This is an optimization exercise on Yosys and OpenROAD, whose aim is small area and a short achievable clock period, not a production implementation. Only simulation tests tie the RTL to the original design; equivalence was not proved. Power and IR drop assume default switching activity.

==> flow/design.v <==
module lc3_mem_responder #(
    parameter int ADDR_W      = 8,
    parameter int WAIT_CYCLES = 2
) (
    input  logic        clk,
    input  logic        rst,
    input  logic        rd,
    input  logic        wr,
    input  logic [15:0] addr,
    input  logic [15:0] din,
    output logic [15:0] dout,
    output logic        complete,
    output logic        busy
);
    localparam int DEPTH = 1 << ADDR_W;
    localparam int PAIRS = DEPTH / 2;
    localparam int HI_N  = 16;           
    localparam int LO_N  = PAIRS / HI_N;  
    function automatic logic pol(input logic e, input logic [1:0] c);
        pol = e ? !(c[1] ^ c[0]) : c[1];
    endfunction
    logic busy_r, s1_r, s2_r, complete_r;
    logic accept_s, last_s;
    assign accept_s = !busy_r && (rd || wr);
    assign last_s   = busy_r && !s1_r && !s2_r;
    always_ff @(posedge clk or negedge rst) begin
        if (!rst) begin
            busy_r     <= 1'b0;
            s1_r       <= 1'b0;
            s2_r       <= 1'b0;
            complete_r <= 1'b0;
        end else begin
            busy_r     <= accept_s || s1_r || s2_r;
            s1_r       <= accept_s;
            s2_r       <= s1_r;
            complete_r <= last_s;
        end
    end
    logic [HI_N-1:0] rhi_r;
    logic [LO_N-1:0] rlo_r;
    logic            ra0_r;
    logic [15:0]     data_r;
    logic            op_rd_r;
    always_ff @(posedge clk) begin
        if (!busy_r) begin
            for (int g = 0; g < HI_N; g++) rhi_r[g] <= (addr[7:4] == 4'(g));
            for (int k = 0; k < LO_N; k++) rlo_r[k] <= (addr[3:1] == 3'(k));
            ra0_r   <= addr[0];
            data_r  <= din;
            op_rd_r <= rd;
        end
    end
    logic [3:0]      whi_r;
    logic [2:0]      wlo_r;
    logic            wa0_r;
    logic [15:0]     wdata_r;
    logic            wload_s;
    logic [3:0]      rhi_bin_s;
    logic [2:0]      rlo_bin_s;
    always_comb begin
        rhi_bin_s = '0;
        rlo_bin_s = '0;
        for (int g = 0; g < HI_N; g++) if (rhi_r[g]) rhi_bin_s = rhi_bin_s | 4'(g);
        for (int k = 0; k < LO_N; k++) if (rlo_r[k]) rlo_bin_s = rlo_bin_s | 3'(k);
    end
    logic            wvalid_r;
    assign wload_s = s2_r && !op_rd_r;
    always_ff @(posedge clk) begin
        if (wload_s) begin
            whi_r   <= rhi_bin_s;
            wlo_r   <= rlo_bin_s;
            wa0_r   <= ra0_r;
            wdata_r <= data_r;
        end
    end
    logic [1:0] cnt_r;
    logic       go1_r;
    logic       w2_r, w3_r, wlate_r;
    always_ff @(posedge clk or negedge rst) begin
        if (!rst) begin
            go1_r <= 1'b0;
        end else begin
            go1_r <= wload_s;
        end
    end
    always_ff @(posedge clk) begin
        cnt_r   <= cnt_r + 2'd1;
        w2_r    <= go1_r;
        w3_r    <= w2_r;
        wlate_r <= go1_r || w2_r || w3_r;
        if (go1_r) begin
            wvalid_r <= 1'b1;
        end else if (wload_s) begin
            wvalid_r <= 1'b0;
        end
    end
    logic [15:0] wdata_d;
    logic        wa0_d;
    logic [1:0]  cnt_nn;
    logic [15:0] colv_r;
    logic [15:0] col_s;
    assign wdata_d = wload_s ? data_r : wdata_r;
    assign wa0_d   = wload_s ? ra0_r : wa0_r;
    assign cnt_nn  = cnt_r + 2'd2;
    always_ff @(posedge clk) begin
        colv_r <= {16{wa0_d == cnt_nn[0]}} & ~(wdata_d ^ {16{pol(wa0_d, cnt_nn)}});
    end
    assign col_s = {16{go1_r || wlate_r}} & colv_r;
    logic [PAIRS-1:0] wsel_s;
    logic [PAIRS-1:0] rsel_s;
    always_comb begin
        for (int m = 0; m < PAIRS; m++) begin
            wsel_s[m] = (whi_r == 4'(m / LO_N)) && (wlo_r == 3'(m % LO_N));
            rsel_s[m] = rhi_r[m / LO_N] && rlo_r[m % LO_N];
        end
    end
    logic [15:0] mem_x [0:PAIRS-1];
    logic [15:0] mem_y [0:PAIRS-1];
    always_ff @(posedge clk) begin
        for (int m = 0; m < PAIRS; m++) begin
            mem_x[m] <= ~(mem_y[m] | ({16{wsel_s[m]}} & col_s));
            mem_y[m] <= mem_x[m];
        end
    end
    localparam int PARTS = 8;
    localparam int PER   = PAIRS / PARTS;
    logic [15:0] part_s [0:PARTS-1];
    always_comb begin
        for (int p = 0; p < PARTS; p++) begin
            part_s[p] = '0;
            for (int m = p * PER; m < (p + 1) * PER; m++) part_s[p] = part_s[p] | ({16{rsel_s[m]}} & mem_x[m]);
        end
    end
    logic [15:0] part_r [0:PARTS-1];
    logic        ppol_r;
    logic        fwd_r;
    always_ff @(posedge clk) begin
        for (int p = 0; p < PARTS; p++) part_r[p] <= part_s[p];
        ppol_r <= cnt_r[1];
        fwd_r  <= wvalid_r && (ra0_r == wa0_r) && rhi_r[whi_r] && rlo_r[wlo_r];
    end
    logic [15:0] rdata_s;
    always_comb begin
        rdata_s = '0;
        for (int p = 0; p < PARTS; p++) rdata_s = rdata_s | part_r[p];
    end
    logic [15:0] dout_r;
    always_ff @(posedge clk) begin
        if (ra0_r != cnt_r[0]) begin
            dout_r <= fwd_r ? wdata_r : (rdata_s ^ {16{ppol_r}});
        end
    end
    assign dout     = dout_r;
    assign complete = complete_r;
    assign busy     = busy_r;
endmodule
Settings: LEC_CHECK=0, CAP_MARGIN=20, CORE_MARGIN=2, CORE_UTILIZATION=65, CTS_CLUSTER_DIAMETER=60, CTS_CLUSTER_SIZE=28, SETUP_SLACK_MARGIN=2.6, SLEW_MARGIN=20, SYNTH_MEMORY_MAX_BITS=8192; clock period 4.6 ns.
run.sh (not shown) runs the stock make flow with config.mk's settings and CLKGATE_MAP_FILE= SYNTH_SCRIPT=/design/flow/synth_recipe.tcl, a recipe that flattens the netlist after the stock synthesis.
The starting point went through all stages and came out clean.
Next try:
CORE_UTILIZATION = 55   (was 65)
CTS_CLUSTER_SIZE = 24   (was 28)
SETUP_SLACK_MARGIN = 2.1   (was 2.6)
Outcome: Design area is lower by 4.9%; global-route usage fell by 7.7 points; hold slack improves by 0.018 ns; die area rose by 18%; area after synthesis does not change; fmax shrinks by 5.0%; count of clock-buffer cells in the layout is higher by 37; power falls by 5.0%.
Next try:
CORE_UTILIZATION = 65   (was 55)
SETUP_SLACK_MARGIN = 2.2   (was 2.1)
Result: Worst setup slack is better by 0.021 ns; global-route usage climbs by 4.5 points; non-clock buffer count climbs by 58.
Next try:
CORE_UTILIZATION = 55   (was 65)
CTS_CLUSTER_SIZE = 30   (was 24)
SETUP_SLACK_MARGIN = 2.4   (was 2.2)
Non-clock buffer count came out higher by 122; worst setup slack gets better by 0.12 ns; wire length came out higher by 8.8%; clock power came out higher by about 10%; sequential cell count stays the same; maximum frequency came out higher by 5.1%.

port drivers added, routing unchanged:
No port has a modelled driver above. Below, the same layouts with a new extraction and two added sets of constraints. Step 1: set_driving_cell puts a clkbuf_16 on clk and a buf_2 on each other input, an assumption about the parent block. Step 2, shift: input delay + t, output delay - t, t = (earliest + latest rising clock arrival at the registers) / 2. This alone moves slack from input paths to output paths. Slacks: no drivers / after step 1 / after step 2; pairs: no drivers / after step 1.
run | t (ns) | setup WS [ns] | hold slack, ns | worst setup path after step 2 | worst data-port slew with drivers (ns)
the first run | 0.968 | 2.220 / 2.126 / 2.290 | 0.270 / 0.217 / 0.340 | register to register | 0.16
the second run | 0.956 | 2.095 / 2.081 / 2.095 | 0.287 / 0.231 / 0.336 | register to register | 0.19
the third run | 0.964 | 2.116 / 2.116 / 2.116 | 0.290 / 0.240 / 0.339 | register to register | 0.15
the fourth run | 0.961 | 2.238 / 2.172 / 2.238 | 0.283 / 0.221 / 0.330 | register to register | 0.19
After both steps setup and hold are still met in every run listed.
